From an optimization exercise on the open Yosys and OpenROAD flow, aimed at small area; shortcuts taken in it are not production practice. Only simulation tests tie the RTL to the original design; equivalence was not proved. No activity file was given, so power comes from the tool's default toggle rates.

--- design/flow/run.sh ---
#!/bin/bash
# synth_recipe.tcl (not shown) runs the flow's synth.tcl, then flattens the netlist and writes it again
# the make line also repeats each setting of config.mk as NAME=value (left out here)
make -C /OpenROAD-flow-scripts/flow DESIGN_CONFIG=/design/flow/config.mk WORK_HOME=/design/flow/orfs CLKGATE_MAP_FILE= SYNTH_SCRIPT=/design/flow/synth_recipe.tcl finish
--- design/flow/config.mk ---
export PLATFORM = sky130hd
export DESIGN_NAME = read_reg_top
export DESIGN_NICKNAME = read_reg_top
export VERILOG_FILES = /design/flow/design.v
export SDC_FILE = /design/flow/constraint.sdc
export NUM_CORES = 4
export LEC_CHECK = 0
export CAP_MARGIN = 20
export CORE_MARGIN = 2
export CORE_UTILIZATION = 40
export SLEW_MARGIN = 20
export SYNTH_HIERARCHICAL = 1
--- design/flow/constraint.sdc ---
create_clock -name core_clock -period 7.0 [get_ports {clk}]
set_input_delay 1.4000 -clock core_clock [delete_from_list [all_inputs] [get_ports {clk}]]
set_output_delay 1.4000 -clock core_clock [all_outputs]
set_load 0.01 [all_outputs]
--- design/flow/design.v ---
package rr_pkg;
    localparam int DATA_W     = 32;
    localparam int REG_ADDR_W = 5;
    localparam int NUM_REGS   = 32;
    typedef logic [DATA_W-1:0]     data_t;
    typedef logic [REG_ADDR_W-1:0] reg_addr_t;
    typedef logic [2*DATA_W-1:0]   dword_t;
    typedef struct packed {
        logic      wen;
        reg_addr_t waddr;
        data_t     wdata;
        logic      is_load;
    } stage_wr_t;
    typedef struct packed {
        logic      ren1;
        reg_addr_t raddr1;
        logic      ren2;
        reg_addr_t raddr2;
    } src_req_t;
    typedef struct packed {
        logic   wen_hi;
        logic   wen_lo;
        dword_t wdata;
    } hilo_wr_t;
    typedef logic [1:0] stall_t;
endpackage
`timescale 1ns/1ps
module gpr_file (
    input  logic              rst,
    input  rr_pkg::stage_wr_t wb_i,
    output logic [31:1]       wen_o,
    output rr_pkg::data_t     wdata_o
);
    assign wdata_o = wb_i.wdata & {32{rst}};
    always_comb begin
        for (int i = 1; i < 32; i++) begin
            wen_o[i] = !rst || (wb_i.wen && (wb_i.waddr == i[4:0]));
        end
    end
endmodule
`timescale 1ns/1ps
module operand_bypass (
    input  logic              en_i,
    input  rr_pkg::reg_addr_t addr_i,
    input  rr_pkg::stage_wr_t ex_i,
    input  rr_pkg::stage_wr_t mem_i,
    input  rr_pkg::stage_wr_t wb_i,
    output logic [33:0]       sel_o
);
    logic hit_ex, hit_mem, hit_wb, s_rf;
    assign hit_ex  = ex_i.wen  && (ex_i.waddr  != '0) && (ex_i.waddr  == addr_i);
    assign hit_mem = mem_i.wen && (mem_i.waddr != '0) && (mem_i.waddr == addr_i);
    assign hit_wb  = wb_i.wen  && (wb_i.waddr  != '0) && (wb_i.waddr  == addr_i);
    assign sel_o[0] = en_i && hit_ex;
    assign sel_o[1] = en_i && !hit_ex && hit_mem;
    assign sel_o[2] = en_i && !hit_ex && !hit_mem && hit_wb;
    assign s_rf     = en_i && !hit_ex && !hit_mem && !hit_wb;
    always_comb begin
        for (int i = 1; i < 32; i++) begin
            sel_o[2+i] = s_rf && (addr_i == i[4:0]);
        end
    end
endmodule
module rd_bit (
    input  logic [33:0] sel_i,
    input  logic [33:0] d_i,
    output logic [2:0]  h_o
);
    logic [11:0] g;
    for (genvar k = 0; k < 11; k++) begin : g_aoi
        rr_aoi222 u (
            .a0(sel_i[3*k]),   .b0(d_i[3*k]),
            .a1(sel_i[3*k+1]), .b1(d_i[3*k+1]),
            .a2(sel_i[3*k+2]), .b2(d_i[3*k+2]),
            .y(g[k])
        );
    end
    rr_nand2 u_last (.a(sel_i[33]), .b(d_i[33]), .y(g[11]));
    for (genvar k = 0; k < 3; k++) begin : g_nand
        rr_nand4 u (.a(g[4*k]), .b(g[4*k+1]), .c(g[4*k+2]), .d(g[4*k+3]), .y(h_o[k]));
    end
endmodule
`timescale 1ns/1ps
module load_hazard (
    input  rr_pkg::src_req_t  src_i,
    input  rr_pkg::stage_wr_t ex_i,
    input  rr_pkg::stage_wr_t mem_i,
    input  logic              load_done_i,
    input  rr_pkg::stall_t    held_i,
    output rr_pkg::stall_t    stall_o
);
    logic lhit1, lhit2;
    assign lhit1 = (ex_i.is_load && ex_i.wen && (ex_i.waddr != '0) && (ex_i.waddr == src_i.raddr1))
                || (mem_i.is_load && mem_i.wen && (mem_i.waddr != '0) && (mem_i.waddr == src_i.raddr1));
    assign lhit2 = (ex_i.is_load && ex_i.wen && (ex_i.waddr != '0) && (ex_i.waddr == src_i.raddr2))
                || (mem_i.is_load && mem_i.wen && (mem_i.waddr != '0) && (mem_i.waddr == src_i.raddr2));
    assign stall_o[1] = src_i.ren1 && (lhit1 || (!load_done_i && held_i[1]));
    assign stall_o[0] = src_i.ren2 && (lhit2 || (!load_done_i && held_i[0]));
endmodule
`timescale 1ns/1ps
module rr_aoi222 (
    input  logic a0, b0, a1, b1, a2, b2,
    output logic y
);
    assign y = !((a0 & b0) | (a1 & b1) | (a2 & b2));
endmodule
module rr_nand2 (
    input  logic a, b,
    output logic y
);
    assign y = !(a & b);
endmodule
module rr_nand4 (
    input  logic a, b, c, d,
    output logic y
);
    assign y = !(a & b & c & d);
endmodule
module rr_or3 (
    input  logic a, b, c,
    output logic y
);
    assign y = a | b | c;
endmodule
module rr_nor3 (
    input  logic a, b, c,
    output logic y
);
    assign y = !(a | b | c);
endmodule
module rr_nor2 (
    input  logic a, b,
    output logic y
);
    assign y = !(a | b);
endmodule
module rr_a2bb2o (
    input  logic a1, a2, b1, b2,
    output logic y
);
    assign y = (!a1 & !a2) | (b1 & b2);
endmodule
module rr_a22o (
    input  logic a1, a2, b1, b2,
    output logic y
);
    assign y = (a1 & a2) | (b1 & b2);
endmodule
`timescale 1ns/1ps
module read_reg_top (
    input  logic      clk,
    input  logic      rst,
    input  logic      flush_i,
    input  logic      load_done_i,
    input  rr_pkg::src_req_t  src_i,
    input  rr_pkg::data_t     imm_i,
    input  logic      is_store_i,
    input  rr_pkg::stage_wr_t ex_i,
    input  rr_pkg::stage_wr_t mem_i,
    input  rr_pkg::stage_wr_t wb_i,
    input  rr_pkg::hilo_wr_t  hilo_wr_i,
    output rr_pkg::data_t     rdata1_o,
    output rr_pkg::data_t     rdata2_o,
    output rr_pkg::data_t     store_data_o,
    output rr_pkg::data_t     hi_o,
    output rr_pkg::data_t     lo_o,
    output rr_pkg::stall_t    stall_o
);
    typedef rr_pkg::data_t data_t;
    logic [31:1] wen;
    data_t       wdata_g;
    data_t       regs [1:31];
    gpr_file gpr_file_i (
        .rst     (rst),
        .wb_i    (wb_i),
        .wen_o   (wen),
        .wdata_o (wdata_g)
    );
    for (genvar i = 1; i < 32; i++) begin : g_reg
        always_ff @(posedge clk) begin
            if (wen[i]) begin
                regs[i] <= wdata_g;
            end
        end
    end
    logic [33:0] sel1, sel2;
    operand_bypass sel1_i (
        .en_i   (src_i.ren1),
        .addr_i (src_i.raddr1),
        .ex_i   (ex_i),
        .mem_i  (mem_i),
        .wb_i   (wb_i),
        .sel_o  (sel1)
    );
    operand_bypass sel2_i (
        .en_i   (is_store_i || src_i.ren2),
        .addr_i (src_i.raddr2),
        .ex_i   (ex_i),
        .mem_i  (mem_i),
        .wb_i   (wb_i),
        .sel_o  (sel2)
    );
    logic use_imm;
    assign use_imm = is_store_i || !src_i.ren2;
    for (genvar b = 0; b < 32; b++) begin : g_bit
        logic [33:0] d;
        logic [2:0]  h1, h2;
        logic        f2_n;
        assign d[0] = ex_i.wdata[b];
        assign d[1] = mem_i.wdata[b];
        assign d[2] = wb_i.wdata[b];
        for (genvar i = 1; i < 32; i++) begin : g_d
            assign d[2+i] = regs[i][b];
        end
        rd_bit rd1_i (.sel_i(sel1), .d_i(d), .h_o(h1));
        rd_bit rd2_i (.sel_i(sel2), .d_i(d), .h_o(h2));
        rr_or3    u_r1  (.a(h1[0]), .b(h1[1]), .c(h1[2]), .y(rdata1_o[b]));
        rr_nor3   u_f2  (.a(h2[0]), .b(h2[1]), .c(h2[2]), .y(f2_n));
        rr_nor2   u_st  (.a(f2_n), .b(!is_store_i), .y(store_data_o[b]));
        rr_a2bb2o u_r2  (.a1(f2_n), .a2(is_store_i), .b1(use_imm), .b2(imm_i[b]), .y(rdata2_o[b]));
    end
    rr_pkg::stall_t held_q;
    load_hazard load_hazard_i (
        .src_i       (src_i),
        .ex_i        (ex_i),
        .mem_i       (mem_i),
        .load_done_i (load_done_i),
        .held_i      (held_q),
        .stall_o     (stall_o)
    );
    always_ff @(posedge clk) begin
        held_q <= stall_o & {2{rst}};
    end
    data_t hi_q, lo_q;
    logic  hi_v, lo_v;
    logic  st_hi, st_lo;
    logic  show_hi, show_lo;
    assign st_hi = hilo_wr_i.wen_hi && !flush_i;
    assign st_lo = hilo_wr_i.wen_lo && !flush_i;
    always_ff @(posedge clk) begin
        if (st_hi) hi_q <= hilo_wr_i.wdata[63:32];
        if (st_lo) lo_q <= hilo_wr_i.wdata[31:0];
    end
    always_ff @(posedge clk) begin
        hi_v <= rst && (hi_v || st_hi);
        lo_v <= rst && (lo_v || st_lo);
    end
    assign show_hi = hi_v && !hilo_wr_i.wen_hi;
    assign show_lo = lo_v && !hilo_wr_i.wen_lo;
    for (genvar b = 0; b < 32; b++) begin : g_hilo
        rr_a22o u_hi (.a1(hilo_wr_i.wen_hi), .a2(hilo_wr_i.wdata[32+b]),
                      .b1(show_hi), .b2(hi_q[b]), .y(hi_o[b]));
        rr_a22o u_lo (.a1(hilo_wr_i.wen_lo), .a2(hilo_wr_i.wdata[b]),
                      .b1(show_lo), .b2(lo_q[b]), .y(lo_o[b]));
    end
endmodule
==> summary.txt, run 1 <==
- Crit-path max FO: 18
- Post-Place Setup Slack: -0.0462 ns
- Count of cell types in the netlist: 41
- Flop pwr share: 53.2%
- Syn_area_per_cell: 17.4 um2
- Post-synthesis sequential area ratio: 72.5%
- WL final: 181,000 um
- Power density over the cells: 262 nW/um2
- Worst-Margin Slew: 1.24 ns
- CP cell instances: clkdlybuf4s50_1, buf_4, nor4_1, nor3_1, o2111ai_4, nor2_2, buf_12, a222oi_1, nand4_1, or3_4, clkdlybuf4s50_1
- CP Class: in -> out
- # clock sinks: 1,060
- CTS tree: yes
- Worst VDD drop: 0.203 mV
- Clock Power Share: 36.3%
- First-iteration detailed-routing DRC count: 8,646
- GRT Total Usage: 30.5%
- H-tree Lvls: 3
- Psw: 3.64 mW
- Top Metal Used: met5
- Initial antenna violation count: 3
- WP buf/inv: 4
- Final hold viol count: 0
- Global-route wire length before repair: 245,000 um
- Largest net degree at the start of global routing: 41
- Post-DP HPWL: 113,000 um
- Grt ovf: 0
- Worst setup SP type: input port
- WL met1: 59,200 um
- CP Capture Type: primary output
- Worst-Skew Late Latency: 0.72 ns
- Area of the mapped netlist: 43,900 um2
- Wire length on met3: 23,400 um
- Crit path DAT: 5.61 ns
- Yosys warns: 10
- Final Skew: 0 ns
- Hold_buf cts: 0
- Final worst slack: -0.0123 ns
- Critical path data required time: 5.60 ns
- Cells after Synth: 2,525
- Gpl congestion: 0.933
- Minimum clock period: 7.01 ns
- CP max stage delay: 0.73 ns
- Sw frac: 24.7%
- Initial Util: 40.3%
- Overall power: 14.8 mW
- Port Buffers: 392
- P&R area growth vs syn: 28.6%
- Post-route DRC: 0
- Die ar.: 112,000 um2
- Routed length per instance: 37.8 um
- Internal power: 11.1 mW
- FF-to-FF setup slack: 5.99 ns
- Layout violations: setup timing
- Max-Cap Viols: 0
- Root Driver: clkbuf_16
- HP Class: reg -> reg
- Nets@finish: 3,515
- I/O Pins: 394
- Max-slew violations: 0
- Fraction of layout cells with a size suffix above 1: 18.6%
- Most frequent CP cell: clkdlybuf4s50_1
- DR WL met2: 83,200 um
- Post-DRT Antenna Nets: 0
- Core box area: 109,000 um2
- Period utilisation layout: 100%
- Die Y: 335 um
- Comb power frac: 10.5%
- Num CTS Buffers: 107
- Clock tree buffer depth: 3
- Relative slew slack: 17.1%
- CP max stage cell: a222oi_1
- Top delay family on crit path: simple AND/OR/NAND/NOR gates
- Lkg Pwr: 18.2 nW
- Via count: 35,300
- Die Wd: 335 um
- Status: complete, but fails checks
- RSZ-0062 raised after global routing: true
- Syn Nets: 2,757
- Rows: 121
- Number of synthesized register bits: 1,060
- Final setup fails: 1
- Vias in the first global route: 34,200
- Vias per cell: 7.37
- DRT Pass-1 Iters: 13
- Worst-path clk slew: 0.05 ns
- Peak Freq: 0.143 GHz
==> stage by stage <==
| step | utilization, % | hold slack, ns | TNS (ns) | instance area, um2 | cells |
|---|---|---|---|---|---|
| 2_1_floorplan | - | 0.433 | 0 | 43900 | 2525 |
| 3_3_place_gp | 48.5 | 0.442 | -0.0643 | 52800 | 4571 |
| 3_5_place_dp | 48.5 | 0.450 | -0.116 | 52800 | 4572 |
| 4_1_cts | 51.5 | 0.468 | 0 | 56100 | 4768 |
| 5_1_grt | 51.8 | 0.484 | -0.589 | 56400 | 4784 |
| 6_report | 51.8 | 0.461 | -0.0123 | 56400 | 4786 |
==> state kept, by name, indices dropped and copies added, names as in the netlist <==
name,count
lo_q,32
held_q,2
hi_v,1
lo_v,1
hi_q,32
regs,992
==> Yosys stat by module (local to each module, per instance), excerpt <==
module	times used	flops+latches	cells inside	area (um2)
read_reg_top	1	1060	1071	31900
operand_bypass	2	0	90	519
gpr_file	1	0	85	503
load_hazard	1	0	37	290
rr_a2bb2o	32	0	1	15.0
rr_aoi222	704	0	1	10.0
rr_nor3	32	0	1	10.0
rr_a22o	64	0	1	8.76
rr_nand4	192	0	1	6.26
rr_or3	32	0	1	6.26
rr_nand2	64	0	1	3.75
rr_nor2	32	0	1	3.75
==> routing by layer <==
layer	vias to the layer above	global-route usage, %
met5	-	0.347
met4	2	21.9
met3	654	7.74
met2	3265	48.6
met1	17400	36.1
li1	13900	-
==> worst reg2reg max path, delay by kind of cell, from the launching register on <==
family / cells / cell delay [ns]
simple gates: 2 / 0.29
flops: 1 / 0.29
compound gates: 1 / 0.32
==> cells in the mapped netlist <==
master | number | area (um2)
o31a_1 | 2 | 17.5
and3_1 | 2 | 12.5
nor3_1 | 10 | 50.1
o21a_1 | 2 | 15.0
nand4bb_1 | 3 | 33.8
xnor2_1 | 18 | 158
nand3b_1 | 6 | 45.0
nand2b_1 | 4 | 25.0
buf_2 | 8 | 40.0
dfxtp_1 | 4 | 80.1
nand4b_1 | 3 | 26.3
o211ai_2 | 1 | 12.5
o2bb2ai_2 | 32 | 480
nor3_2 | 32 | 320
nand4_1 | 199 | 1240
nor3b_1 | 2 | 15.0
or3b_2 | 2 | 17.5
and2_1 | 36 | 225
o21ai_0 | 32 | 160
edfxtp_1 | 1056 | 31700
and2_0 | 1 | 6.26
o2111ai_4 | 2 | 52.6
or4_1 | 2 | 15.0
or2_2 | 2 | 12.5
nand3_1 | 4 | 20.0
nor2b_1 | 4 | 25.0
nor2b_2 | 2 | 17.5
xor2_1 | 26 | 228
nor2_1 | 107 | 402
or4b_4 | 1 | 13.8
nand4_2 | 8 | 100
inv_1 | 3 | 11.3
or3_1 | 34 | 213
nor4_1 | 10 | 62.6
or2_1 | 5 | 31.3
nand2_1 | 81 | 304
buf_4 | 2 | 15.0
a222oi_1 | 704 | 7050
clkbuf_1 | 6 | 22.5
o21ai_1 | 3 | 15.0
a22o_1 | 64 | 561
==> logic make-up (layout without fill, tap and decap cells) <==
group	count (synthesis)	in the layout	share of synthesized area, %
AO/OA/AOI/OAI	842	842	19.1
XOR/XNOR	44	44	0.879
buffers and inverters	19	859	0.203
flip-flops	1060	1060	72.5
other	0	2	0
AND/OR/NAND/NOR	560	565	7.38
==> power by group through the flow <==
stage               clock network (mW)  logic, mW  registers (mW)
finish                            5.35       1.55            7.86
global route                      5.64       1.59            7.90
CTS                               5.38       1.51            7.84
detailed placement                   0       1.51            7.98
global placement                     0       1.48            7.92
floorplan                            0      0.559            7.91
==> cell usage in the layout (no fill, tap or decap), types with 41 or more instances in the layout <==
cell	instances
a22o_1	64
buf_12	62
nor2_1	41
edfxtp_1	1056
clkdlybuf4s50_1	384
buf_4	202
clkbuf_16	107
nand2_1	80
nand4_1	199
a222oi_1	704
==> layout make-up <==
type	instances	area, um2
inverter	3	11.3
tap	1414	1770
fill	8801	52400
clock buffer	146	2860
sequential	1060	31800
clock inverter	50	378
multi-input combinational	1451	12800
antenna	2	5.00
timing repair buffer	660	6810
==> path summary, 6_finish.rpt <==
check                                        from                end  depth (start not counted)
worst min register to register       lo_v$_DFF_P_       lo_v$_DFF_P_                          1
worst min-delay path                 lo_v$_DFF_P_       lo_v$_DFF_P_                          1
worst max-delay path                     ex_i[34]       rdata1_o[23]                         11
worst max register to register  held_q[0]$_DFF_P_  held_q[0]$_DFF_P_                          3
==> timing repair <==
action / 4_1_cts / 5_1_grt
gates cloned: 0 / 5
buffers inserted: 0 / 4
resized for setup: 1 / 17
setup endpoints to repair: 4 / 69
pin swaps: 4 / 14
==> run 2: changes to the inputs <==
--- a/design/flow/design.v
+++ b/design/flow/design.v
@@ -46,17 +46,36 @@
     input  rr_pkg::stage_wr_t mem_i,
     input  rr_pkg::stage_wr_t wb_i,
-    output logic [33:0]       sel_o
+    output logic [33:0]       sel_o,
+    output logic              hit_ex_o,
+    output logic              hit_mem_o
 );
     logic hit_ex, hit_mem, hit_wb, s_rf;
-    assign hit_ex  = ex_i.wen  && (ex_i.waddr  != '0) && (ex_i.waddr  == addr_i);
-    assign hit_mem = mem_i.wen && (mem_i.waddr != '0) && (mem_i.waddr == addr_i);
-    assign hit_wb  = wb_i.wen  && (wb_i.waddr  != '0) && (wb_i.waddr  == addr_i);
+    rr_hit u_ex  (.wen_i(ex_i.wen),  .waddr_i(ex_i.waddr),  .addr_i(addr_i), .hit_o(hit_ex));
+    rr_hit u_mem (.wen_i(mem_i.wen), .waddr_i(mem_i.waddr), .addr_i(addr_i), .hit_o(hit_mem));
+    rr_hit u_wb  (.wen_i(wb_i.wen),  .waddr_i(wb_i.waddr),  .addr_i(addr_i), .hit_o(hit_wb));
     assign sel_o[0] = en_i && hit_ex;
     assign sel_o[1] = en_i && !hit_ex && hit_mem;
     assign sel_o[2] = en_i && !hit_ex && !hit_mem && hit_wb;
     assign s_rf     = en_i && !hit_ex && !hit_mem && !hit_wb;
+    assign hit_ex_o  = hit_ex;
+    assign hit_mem_o = hit_mem;
+    rr_dec u_dec (.en_i(s_rf), .addr_i(addr_i), .dec_o(sel_o[33:3]));
+endmodule
+module rr_hit (
+    input  logic              wen_i,
+    input  rr_pkg::reg_addr_t waddr_i,
+    input  rr_pkg::reg_addr_t addr_i,
+    output logic              hit_o
+);
+    assign hit_o = wen_i && (waddr_i != '0) && (waddr_i == addr_i);
+endmodule
+module rr_dec (
+    input  logic              en_i,
+    input  rr_pkg::reg_addr_t addr_i,
+    output logic [31:1]       dec_o
+);
     always_comb begin
         for (int i = 1; i < 32; i++) begin
-            sel_o[2+i] = s_rf && (addr_i == i[4:0]);
+            dec_o[i] = en_i && (addr_i == i[4:0]);
         end
     end
@@ -84,6 +103,10 @@
 module load_hazard (
     input  rr_pkg::src_req_t  src_i,
-    input  rr_pkg::stage_wr_t ex_i,
-    input  rr_pkg::stage_wr_t mem_i,
+    input  logic              ex_load_i,
+    input  logic              mem_load_i,
+    input  logic              ex_hit1_i,
+    input  logic              mem_hit1_i,
+    input  logic              ex_hit2_i,
+    input  logic              mem_hit2_i,
     input  logic              load_done_i,
     input  rr_pkg::stall_t    held_i,
@@ -91,8 +114,6 @@
 );
     logic lhit1, lhit2;
-    assign lhit1 = (ex_i.is_load && ex_i.wen && (ex_i.waddr != '0) && (ex_i.waddr == src_i.raddr1))
-                || (mem_i.is_load && mem_i.wen && (mem_i.waddr != '0) && (mem_i.waddr == src_i.raddr1));
-    assign lhit2 = (ex_i.is_load && ex_i.wen && (ex_i.waddr != '0) && (ex_i.waddr == src_i.raddr2))
-                || (mem_i.is_load && mem_i.wen && (mem_i.waddr != '0) && (mem_i.waddr == src_i.raddr2));
+    assign lhit1 = (ex_load_i && ex_hit1_i) || (mem_load_i && mem_hit1_i);
+    assign lhit2 = (ex_load_i && ex_hit2_i) || (mem_load_i && mem_hit2_i);
     assign stall_o[1] = src_i.ren1 && (lhit1 || (!load_done_i && held_i[1]));
     assign stall_o[0] = src_i.ren2 && (lhit2 || (!load_done_i && held_i[0]));
@@ -146,4 +167,10 @@
 );
     assign y = (a1 & a2) | (b1 & b2);
+endmodule
+module rr_and2 (
+    input  logic a, b,
+    output logic y
+);
+    assign y = a & b;
 endmodule
 `timescale 1ns/1ps
@@ -185,4 +212,5 @@
     end
     logic [33:0] sel1, sel2;
+    logic        ex_hit1, mem_hit1, ex_hit2, mem_hit2;
     operand_bypass sel1_i (
         .en_i   (src_i.ren1),
@@ -191,5 +219,7 @@
         .mem_i  (mem_i),
         .wb_i   (wb_i),
-        .sel_o  (sel1)
+        .sel_o     (sel1),
+        .hit_ex_o  (ex_hit1),
+        .hit_mem_o (mem_hit1)
     );
     operand_bypass sel2_i (
@@ -199,5 +229,7 @@
         .mem_i  (mem_i),
         .wb_i   (wb_i),
-        .sel_o  (sel2)
+        .sel_o     (sel2),
+        .hit_ex_o  (ex_hit2),
+        .hit_mem_o (mem_hit2)
     );
     logic use_imm;
@@ -206,5 +238,5 @@
         logic [33:0] d;
         logic [2:0]  h1, h2;
-        logic        f2_n;
+        logic        f2;
         assign d[0] = ex_i.wdata[b];
         assign d[1] = mem_i.wdata[b];
@@ -216,13 +248,17 @@
         rd_bit rd2_i (.sel_i(sel2), .d_i(d), .h_o(h2));
         rr_or3    u_r1  (.a(h1[0]), .b(h1[1]), .c(h1[2]), .y(rdata1_o[b]));
-        rr_nor3   u_f2  (.a(h2[0]), .b(h2[1]), .c(h2[2]), .y(f2_n));
-        rr_nor2   u_st  (.a(f2_n), .b(!is_store_i), .y(store_data_o[b]));
-        rr_a2bb2o u_r2  (.a1(f2_n), .a2(is_store_i), .b1(use_imm), .b2(imm_i[b]), .y(rdata2_o[b]));
+        rr_or3    u_f2  (.a(h2[0]), .b(h2[1]), .c(h2[2]), .y(f2));
+        rr_and2   u_st  (.a(f2), .b(is_store_i), .y(store_data_o[b]));
+        rr_a22o   u_r2  (.a1(f2), .a2(!is_store_i), .b1(use_imm), .b2(imm_i[b]), .y(rdata2_o[b]));
     end
     rr_pkg::stall_t held_q;
     load_hazard load_hazard_i (
         .src_i       (src_i),
-        .ex_i        (ex_i),
-        .mem_i       (mem_i),
+        .ex_load_i   (ex_i.is_load),
+        .mem_load_i  (mem_i.is_load),
+        .ex_hit1_i   (ex_hit1),
+        .mem_hit1_i  (mem_hit1),
+        .ex_hit2_i   (ex_hit2),
+        .mem_hit2_i  (mem_hit2),
         .load_done_i (load_done_i),
         .held_i      (held_q),
==> design/flow/flow/run.sh (new file) <==
#!/bin/bash
# The standard layout (standard.sh) with two changes:
#  * the ports get the smallest buffer (buf_1) instead of the default one;
#  * the clock tree uses clkbuf_16 sink buffers, each driving a cluster of at
#    most 30 flip-flops within 60 um, without dummy balancing loads.
set -euo pipefail
export BUFFER_PORTS_ARGS="-buffer_cell sky130_fd_sc_hd__buf_1"
export CTS_ARGS="-sink_clustering_enable -repair_clock_nets -dont_use_dummy_load -buf_list sky130_fd_sc_hd__clkbuf_16 -sink_clustering_size 30 -sink_clustering_max_diameter 60"
bash standard.sh > flow_standard.log 2>&1
==> design/flow/standard.sh (new file) <==
#!/bin/bash
# synth_recipe.tcl (not shown) runs the flow's synth.tcl, then flattens the netlist and writes it again
# the make line also repeats each setting of config.mk as NAME=value (left out here)
make -C /OpenROAD-flow-scripts/flow DESIGN_CONFIG=/design/flow/config.mk WORK_HOME=/design/flow/orfs CLKGATE_MAP_FILE= SYNTH_SCRIPT=/design/flow/synth_recipe.tcl "${@:-finish}"
--- a/design/flow/config.mk
+++ b/design/flow/config.mk
@@ -8,5 +8,6 @@
 export CAP_MARGIN = 20
 export CORE_MARGIN = 2
-export CORE_UTILIZATION = 40
+export CORE_UTILIZATION = 60
+export SETUP_SLACK_MARGIN = 0.15
 export SLEW_MARGIN = 20
 export SYNTH_HIERARCHICAL = 1
removed: design/flow/run.sh
==> summary.txt, run 2 <==
- Status: finished clean
- Leading cell type in the layout, fill and taps excluded: edfxtp_1
- Routed length per instance: 41.1 um
- Peak Freq: 0.146 GHz
- Crit path DAT: 5.44 ns
- Fillers: 4,778
- Fraction of layout cells with a size suffix above 1: 11.7%
- Yosys warns: 10
- Vias per cell: 8.47
- P&R area growth vs syn: 15.2%
- Hold_buf cts: 0
- Top cells by count, synth: edfxtp_1, a222oi_1, nand4_1, a22o_1, nand2_1
- DRT Pass-1 Iters: 13
- Max-Cap Viols: 0
- First-iteration detailed-routing DRC count: 8,772
- Die Wd: 273 um
- Gpl congestion: 0.937
- Placed Area: 48,200 um2
- Die ar.: 74,400 um2
- Post-route DRC: 0
- Crit-path max FO: 18
- Vias in the first global route: 33,100
- Top Metal Used: met5
- Worst VDD drop: 0.288 mV
- GRT Total Usage: 43.7%
- Hold_ws: 0.474 ns
- Fin Setup TNS: 0 ns
- DR WL met2: 75,200 um
- Biggest regs: regs x992, hi_q x32, lo_q x32
- Root Driver: clkbuf_16
- Max-slew violations: 0
- Rows: 98
- Power density over the cells: 253 nW/um2
- CP Capture Type: primary output
- Initial antenna violation count: 9
- Yosys top cell by area: edfxtp_1
- Wire length on met3: 25,600 um
- Count leader, synth: edfxtp_1
- Worst-Skew Late Latency: 0.61 ns
- I/O Pins: 394
- Post-Layout Inst Area: 49,900 um2
- Post-CTS Resized: 0
- Worst-Margin Slew: 1.15 ns
- Overall power: 12.7 mW
- Number of synthesized register bits: 1,060
- Final setup fails: 0
- Final hold viol count: 0
- RSZ-0062 raised after global routing: false
- EDFF count, synth: 1,056
- HP Class: reg -> reg
- Synth top area share: 73.2%
- # clock sinks: 1,060
- Clock tree buffer depth: 3
- Worst setup SP type: input port
- Initial Util: 60.6%
- Synth area leaders: edfxtp_1, a222oi_1, nand4_1
- Post-synthesis sequential area ratio: 73.3%
- H-tree Lvls: 3
- Final Skew: 0 ns
- Critical path data required time: 5.60 ns
- WL final: 166,000 um
- Post-DP HPWL: 98,800 um
- WL met1: 51,000 um
- Syn_area_per_cell: 17.5 um2
- Post CTS Setup Buffer Count: 0
- Global-route wire length before repair: 230,000 um
- Post-synth top flop: edfxtp_1
- Lkg Pwr: 15.8 nW
- Core box area: 71,500 um2
- Count of cell types in the netlist: 34
- Minimum clock period: 6.84 ns
- Cells after Synth: 2,476
- Synth async-reset ratio: 0%
- CTS tree: yes
- Max FFs per register: 992
- Post-DRT Antenna Nets: 0
- Port Buffers: 392
- Relative slew slack: 23.0%
- Nets@finish: 3,308
- Num CTS Buffers: 67
- Via count: 34,200
- Most frequent cells in the layout: edfxtp_1, a222oi_1, buf_1
- Syn Nets: 2,708
- Die Y: 273 um
- Grt ovf: 0
- Register name with the most flops: regs
- Largest net degree at the start of global routing: 38
- Worst-path clk slew: 0.05 ns
- CP Class: in -> out
- Period utilisation layout: 97.7%
- Area of the mapped netlist: 43,300 um2
## run 2: where the power goes
group | internal (mW) | switching [mW]
logic | 0.327 | 0.841
clock network | 1.70 | 1.94
registers | 7.58 | 0.259
total | 9.61 | 3.04
## run 2: cell families after synthesis
group           count (synthesis)  synth area share, %
flops                        1060                 73.3
compound gates                842                 18.7
simple gates                  536                 7.34
xor+xnor                       24                0.485
buf+inv                        14                0.121
## run 2: path summary, 6_finish.rpt
path,from,cells after the start,slack [ns],endpoint
hold / removal,hi_v$_DFF_P_,1,0.47,hi_v$_DFF_P_
hold reg to reg,hi_v$_DFF_P_,1,0.47,hi_v$_DFF_P_
setup / recovery,src_i[9],10,0.16,rdata1_o[26]
setup reg to reg,held_q[1]$_DFF_P_,3,6.21,held_q[1]$_DFF_P_
## run 2: modules after synthesis (local to each module, per instance), excerpt
| module | cell area [um2] | cells |
|---|---|---|
| gpr_file | 503 | 85 |
| load_hazard | 45.0 | 8 |
| operand_bypass | 42.5 | 4 |
| read_reg_top | 31900 | 1071 |
| rr_a22o | 8.76 | 1 |
| rr_and2 | 6.26 | 1 |
| rr_aoi222 | 10.0 | 1 |
| rr_dec | 230 | 46 |
| rr_nand4 | 6.26 | 1 |
| rr_or3 | 6.26 | 1 |
## run 2: cell type report
type	count	area (um2)	area share, %
Sequential cell	1060	31800	63.7
Timing Repair Buffer	543	3190	6.38
Multi-Input combinational cell	1402	12100	24.1
Clock buffer	67	1680	3.36
Tap cell	950	1190	2.38
Antenna cell	10	25.0	0.0501
Inverter	2	7.51	0.0150
## run 2: through the flow
stage	setup WS [ns]	std cells	util, %
finish	0.158	4034	69.8
global route	0.202	4028	69.8
CTS	0.456	4024	69.7
detailed placement	0.464	3957	67.4
global placement	0.558	3957	67.4
floorplan	0.962	2476	-
## run 2: worst max-delay path: stages
cell	delay [ns]
buf_1	0.46
xor2_1	0.15
nor3_1	0.19
and4_1	0.40
and3b_1	0.59
buf_4	0.36
a222oi_1	0.60
nand4_1	0.59
or3_1	0.52
buf_1	0.14
## run 2: per-layer routing
layer	global-route usage (%)	vias to the layer above
li1	-	13300
met1	54.6	16700
met2	67.4	3516
met3	10.8	666
met4	30.6	4
met5	0	-
==> run 3: changes to the inputs <==
--- a/design/flow/config.mk
+++ b/design/flow/config.mk
@@ -8,5 +8,5 @@
 export CAP_MARGIN = 20
 export CORE_MARGIN = 2
-export CORE_UTILIZATION = 60
+export CORE_UTILIZATION = 68
 export SETUP_SLACK_MARGIN = 0.15
 export SLEW_MARGIN = 20
==> summary.txt, run 3 <==
- Post CTS Setup Buffer Count: 0
- CP startpoint: wb_i[35]
- Count leader, synth: edfxtp_1
- Num CTS Buffers: 56
- Cells after DPL: 3,838
- Hold_buf cts: 0
- Post-synth top flop: edfxtp_1
- Global Route met1 Usage: 60.5%
- Worst setup SP type: input port
- Worst reg2reg endpoint: held_q[1]$_DFF_P_
- Syn Nets: 2,708
- RSZ-0062 raised after global routing: false
- Final setup fails: 0
- Sequential cell area: 31,800 um2
- Worst-Skew Late Latency: 0.61 ns
- Max FFs per register: 992
- Yosys warns: 10
- Crit path DAT: 5.30 ns
- Fillers: 3,593
- I/O Pins: 394
- Max-slew violations: 0
- GRT met2 Usage: 71.5%
- Nets@finish: 3,283
- Grt peak-use layer: met2
- Yosys top cell by area: edfxtp_1
- Critical path data required time: 5.60 ns
- Largest net degree at the start of global routing: 36
- Max-Cap Viols: 0
- Count of cell types in the netlist: 34
- CP Capture Type: primary output
- Area of the mapped netlist: 43,300 um2
- Core box area: 63,100 um2
- Post-DRT Antenna Nets: 0
- R2R cell count: 3
- Placed Area: 48,200 um2
- Global-route wire length before repair: 230,000 um
- Period utilisation layout: 95.7%
- Routed length per instance: 42.1 um
- Clock tree buffer depth: 3
- M3 GR Usage: 17.7%
- Power density over the cells: 249 nW/um2
- HP Class: reg -> reg
- # clock sinks: 1,060
- GRT Total Usage: 48.9%
- Fin Setup TNS: 0 ns
- Syn_area_per_cell: 17.5 um2
- Area of the multi-input gates: 12,100 um2
- Initial Util: 68.7%
- Grt ovf: 0
- Minimum clock period: 6.70 ns
- Initial antenna violation count: 6
- Final hold viol count: 0
- Die Y: 256 um
- Vias per cell: 9.03
- Top cells by count, synth: edfxtp_1, a222oi_1, nand4_1, a22o_1, nand2_1
- Lkg Pwr: 15.6 nW
- Rows: 92
- Worst VDD drop: 0.287 mV
- Status: finished clean
- Leading cell type in the layout, fill and taps excluded: edfxtp_1
- Cells after Synth: 2,476
- Gpl congestion: 0.949
- Vias in the first global route: 34,300
- P&R area growth vs syn: 14.5%
- Synth top area share: 73.2%
- Synth area leaders: edfxtp_1, a222oi_1, nand4_1
- Root Driver: clkbuf_16
- Crit-path max FO: 32
- Launch point of the worst reg-to-reg path: held_q[1]$_DFF_P_
- Relative slew slack: 19.6%
- EDFF count, synth: 1,056
- Synth async-reset ratio: 0%
- Worst-path clk slew: 0.07 ns
- Port Buffers: 392
- Number of synthesized register bits: 1,060
- Via count: 35,200
- Register name with the most flops: regs
- CTS tree: yes
- First-iteration detailed-routing DRC count: 10,600
- Peak Freq: 0.149 GHz
- Post-synthesis sequential area ratio: 73.3%
- Worst-Margin Slew: 1.21 ns
- Final Skew: 0 ns
- Post-Layout Inst Area: 49,600 um2
- Biggest regs: regs x992, hi_q x32, lo_q x32
- WL final: 164,000 um
- Non-Filler Instances: 3,898
- Worst setup endpoint: rdata2_o[9]
- Post-route DRC: 0
- H-tree Lvls: 2
- Most frequent cells in the layout: edfxtp_1, a222oi_1, buf_1
- DRT Pass-1 Iters: 17
- CP Class: in -> out
- Die ar.: 65,800 um2
- FF-to-FF setup slack: 6.05 ns
- Post-CTS Resized: 0
- Fraction of layout cells with a size suffix above 1: 10.8%
- Post-DP HPWL: 93,400 um
- Die Wd: 256 um
- Overall power: 12.3 mW
## run 3: cell count changes in the layout (fill, tap and decap cells not counted), moves of 5 or more
cell,change
and2_2,-5
buf_12,+16
buf_4,-31
clkbuf_16,-11
diode_2,-7
and2_1,+5
## run 3: per-module statistics from Yosys, one instance, submodules excluded, a selection
module,copies in the design,area [um2],cells
read_reg_top,1,31900,1071
gpr_file,1,503,85
rr_dec,2,230,46
rr_hit,6,76.3,10
load_hazard,1,45.0,8
operand_bypass,2,42.5,4
rr_aoi222,704,10.0,1
rr_a22o,96,8.76,1
rr_and2,32,6.26,1
rr_nand4,192,6.26,1
rr_or3,64,6.26,1
rr_nand2,64,3.75,1
## run 3: cell families (layout without fill, tap and decap cells)
family,Yosys count,in the layout,share of synthesized area [%]
flops,1060,1060,73.3
simple gates,536,536,7.34
compound gates,842,842,18.7
other cells,0,3,0
xor+xnor,24,24,0.485
buf+inv,14,587,0.121
## run 3: cell type report
cell class	count	share of cell area [%]
flip-flops and latches	1060	64.1
multi-input cells	1402	24.3
well taps	846	2.13
diodes	3	0.0151
inverters	2	0.0151
clock buffers	56	2.82
repair buffers	529	6.62
## run 3: per-layer routing
layer	share of wire (%)	wire [um]
met3	20	32700
met4	9.7	15900
met2	43	69800
met1	28	45500
met5	0.047	77
## run 3: worst min path at each step
stage	from	endpoint	slack, ns	depth (start not counted)
after global routing	lo_v$_DFF_P_	lo_v$_DFF_P_	0.53	1
after floorplan	hi_v$_DFF_P_	hi_v$_DFF_P_	0.43	1
after detailed placement	lo_v$_DFF_P_	lo_v$_DFF_P_	0.46	1
final	lo_v$_DFF_P_	lo_v$_DFF_P_	0.48	1
after global placement	lo_v$_DFF_P_	lo_v$_DFF_P_	0.44	1
after CTS	lo_v$_DFF_P_	lo_v$_DFF_P_	0.47	1
## run 3: report_power, final
part	internal, mW	leakage (nW)	switching (mW)	total, mW
Clock	1.42	0.690	1.88	3.30
Combinational	0.329	4.68	0.857	1.19
Sequential	7.58	10.2	0.270	7.85
Total	9.33	15.6	3.01	12.3
## run 3: stage by stage
step / worst slack [ns] / utilization (%) / hold slack [ns]
floorplan: 0.962 / - / 0.433
global placement: 0.597 / 76.3 / 0.441
detailed placement: 0.526 / 76.3 / 0.458
CTS: 0.506 / 78.6 / 0.475
global route: 0.272 / 78.6 / 0.530
finish: 0.304 / 78.6 / 0.482
## run 3: critical path: stages
cell       delay [ns]
buf_1            0.49
xor2_1           0.21
nor3_1           0.07
and4_1           0.27
nor4b_2          0.69
nand4bb_1        0.46
nor2_2           0.26
buf_12           0.29
a222oi_1         0.17
nand4_1          0.19
or3_1            0.40
a22o_1           0.20
buf_1            0.15
==> run 4: changes to the inputs <==
==> design/flow/flow/run.sh (replaced) <==
#!/bin/bash
# The standard layout (standard.sh) with two changes:
#  * the ports get the smallest buffer (buf_1) instead of the default one;
#  * the clock tree uses clkbuf_16 sink buffers, each driving a cluster of at
#    most 25 flip-flops within 70 um, without dummy balancing loads.
set -euo pipefail
export BUFFER_PORTS_ARGS="-buffer_cell sky130_fd_sc_hd__buf_1"
export CTS_ARGS="-sink_clustering_enable -repair_clock_nets -dont_use_dummy_load -buf_list sky130_fd_sc_hd__clkbuf_16 -sink_clustering_size 25 -sink_clustering_max_diameter 70"
bash standard.sh > flow_standard.log 2>&1
==> summary.txt, run 4 <==
- Status: finished clean
- Syn_area_per_cell: 17.5 um2
- Number of synthesized register bits: 1,060
- Vias per cell: 9.03
- Post-synth top flop: edfxtp_1
- Largest net degree at the start of global routing: 36
- Final hold viol count: 0
- First-iteration detailed-routing DRC count: 10,700
- DRT Pass-1 Iters: 14
- Grt peak-use layer: met2
- Post-Route Utilization: 78.4%
- # clock sinks: 1,060
- Initial Util: 68.7%
- Synth area leaders: edfxtp_1, a222oi_1, nand4_1
- WL final: 164,000 um
- I/O Pins: 394
- WP buf/inv: 4
- Fin Setup TNS: 0 ns
- Peak Freq: 0.148 GHz
- P&R area growth vs syn: 14.2%
- Port Buffers: 392
- Max-Cap Viols: 0
- Via count: 35,100
- Relative slew slack: 19.2%
- Post-synthesis sequential area ratio: 73.3%
- Die ar.: 65,800 um2
- Worst-path clk slew: 0.10 ns
- Top cells by count, synth: edfxtp_1, a222oi_1, nand4_1, a22o_1, nand2_1
- Max FFs per register: 992
- Synth async-reset ratio: 0%
- Crit-path max FO: 21
- Clock tree buffer depth: 3
- Initial antenna violation count: 7
- Grt ovf: 0
- Syn Nets: 2,708
- Register name with the most flops: regs
- CP max stage cell: a222oi_1
- Hold_buf cts: 0
- Count of cell types in the netlist: 34
- Worst setup SP type: input port
- Yosys warns: 10
- Most frequent cells in the layout: edfxtp_1, a222oi_1, buf_1
- Root Driver: clkbuf_16
- Post-route DRC: 0
- Post-DRT Antenna Nets: 0
- Vias in the first global route: 34,500
- Worst VDD drop: 0.277 mV
- CP Class: in -> out
- Critical path data required time: 5.60 ns
- Global Route met1 Usage: 59.6%
- Leading cell type in the layout, fill and taps excluded: edfxtp_1
- CP cell instances: buf_1, xor2_1, nor3_1, and4_1, buf_4, and4bb_2, buf_4, a222oi_1, nand4_1, or3_1, a22o_1, buf_1
- GRT met2 Usage: 71.0%
- GRT Total Usage: 48.9%
- Final setup fails: 0
- H-tree Lvls: 2
- M3 GR Usage: 18.7%
- Minimum clock period: 6.76 ns
- Period utilisation layout: 96.6%
- CP max stage delay: 0.57 ns
- Overall power: 12.2 mW
- Fraction of layout cells with a size suffix above 1: 10.6%
- Post CTS Setup Buffer Count: 0
- Post-CTS Resized: 0
- Cells after Synth: 2,476
- Die Wd: 256 um
- HP Class: reg -> reg
- Top delay family on crit path: simple AND/OR/NAND/NOR gates
- CP Capture Type: primary output
- Crit path DAT: 5.36 ns
- Gpl congestion: 0.949
- Count leader, synth: edfxtp_1
- Rows: 92
- Worst-Margin Slew: 1.21 ns
- Num CTS Buffers: 51
- Global-route wire length before repair: 229,000 um
- CTS tree: yes
- Final Skew: 0 ns
- Area of the mapped netlist: 43,300 um2
- Die Y: 256 um
- Worst-Skew Late Latency: 0.60 ns
- Synth top area share: 73.2%
- Power density over the cells: 247 nW/um2
- EDFF count, synth: 1,056
- Core box area: 63,100 um2
- Routed length per instance: 42.2 um
- Lkg Pwr: 15.5 nW
- Yosys top cell by area: edfxtp_1
- Max-slew violations: 0
- Post-DP HPWL: 93,400 um
- Biggest regs: regs x992, hi_q x32, lo_q x32
- RSZ-0062 raised after global routing: false
- Nets@finish: 3,277
run 4: cell counts after synthesis:
Identical to the previous run, type by type.
run 4: power breakdown:
part,internal (mW),switching (mW),total (mW),leakage [nW]
Combinational,0.328,0.859,1.19,4.68
Sequential,7.58,0.270,7.85,10.2
Clock,1.30,1.87,3.17,0.628
run 4: modules after synthesis (local to each module, per instance), a selection:
module          flip-flops and latches  cells inside
gpr_file                             0            85
load_hazard                          0             8
operand_bypass                       0             4
read_reg_top                      1060          1071
rr_a22o                              0             1
rr_and2                              0             1
rr_aoi222                            0             1
rr_dec                               0            46
rr_hit                               0            10
rr_nand2                             0             1
rr_nand4                             0             1
rr_or3                               0             1
run 4: logic make-up (layout without fill, tap and decap cells):
logic type | Yosys count | count (layout) | share of synthesized area, %
compound gates | 842 | 842 | 18.7
buf+inv | 14 | 581 | 0.121
other cells | 0 | 5 | 0
xor+xnor | 24 | 24 | 0.485
flops | 1060 | 1060 | 73.3
simple gates | 536 | 536 | 7.34
run 4: final cells by class:
type | instances | area [um2]
Clock buffer | 51 | 1280
Tap cell | 846 | 1060
Fill cell | 3589 | 13600
Timing Repair Buffer | 528 | 3270
Inverter | 2 | 7.51
Sequential cell | 1060 | 31800
Antenna cell | 5 | 12.5
Multi-Input combinational cell | 1402 | 12100
run 4: stage by stage:
step | instances | area (um2) | hold slack (ns) | setup WS, ns
after floorplan | 2476 | 43300 | 0.433 | 0.962
after global placement | 3838 | 48200 | 0.441 | 0.597
after detailed placement | 3838 | 48200 | 0.458 | 0.526
after CTS | 3889 | 49400 | 0.480 | 0.507
after global routing | 3889 | 49500 | 0.536 | 0.289
final | 3894 | 49500 | 0.487 | 0.238
run 4: metal layers:
layer	vias up	part of all wire, %
met5	-	0.023
li1	13300	-
met1	16600	28
met3	991	20
met2	4310	42
met4	8	9.7
run 4: worst paths after layout:
| kind | startpoint | to | slack (ns) | depth (start not counted) |
|---|---|---|---|---|
| setup / recovery | src_i[3] | rdata2_o[28] | 0.24 | 12 |
| setup reg to reg | held_q[1]$_DFF_P_ | held_q[1]$_DFF_P_ | 6.09 | 3 |
| hold reg to reg | lo_v$_DFF_P_ | lo_v$_DFF_P_ | 0.49 | 1 |
| hold / removal | lo_v$_DFF_P_ | lo_v$_DFF_P_ | 0.49 | 1 |

-- port drivers added, routing unchanged --
In the flow no input, the clock included, has a driving cell. The finished layouts below were timed again as built, in two steps. Step 1, drivers: a clkbuf_16 drives clk and a buf_2 each remaining input, both assumed. Step 2 moves the port delays by t, midway between the first and last clock arrival at a register: inputs arrive t later, outputs are due t later. That takes back most of the time a late clock gives input paths. Slacks: no drivers / after step 1 / after step 2; pairs: no drivers / after step 1.
run	t (ns)	setup WS [ns]	worst hold slack (ns)
run 1	0.787	-0.012 / -0.033 / -0.033	0.461 / 0.461 / 0.461
run 2	0.689	0.158 / 0.131 / 0.131	0.474 / 0.474 / 0.474
run 3	0.707	0.304 / 0.279 / 0.279	0.482 / 0.482 / 0.482
run 4	0.700	0.238 / 0.212 / 0.212	0.487 / 0.487 / 0.487
For run 2, which loses most, drivers alone change the setup slack by -0.027 ns; drivers and shift together by -0.027 ns.
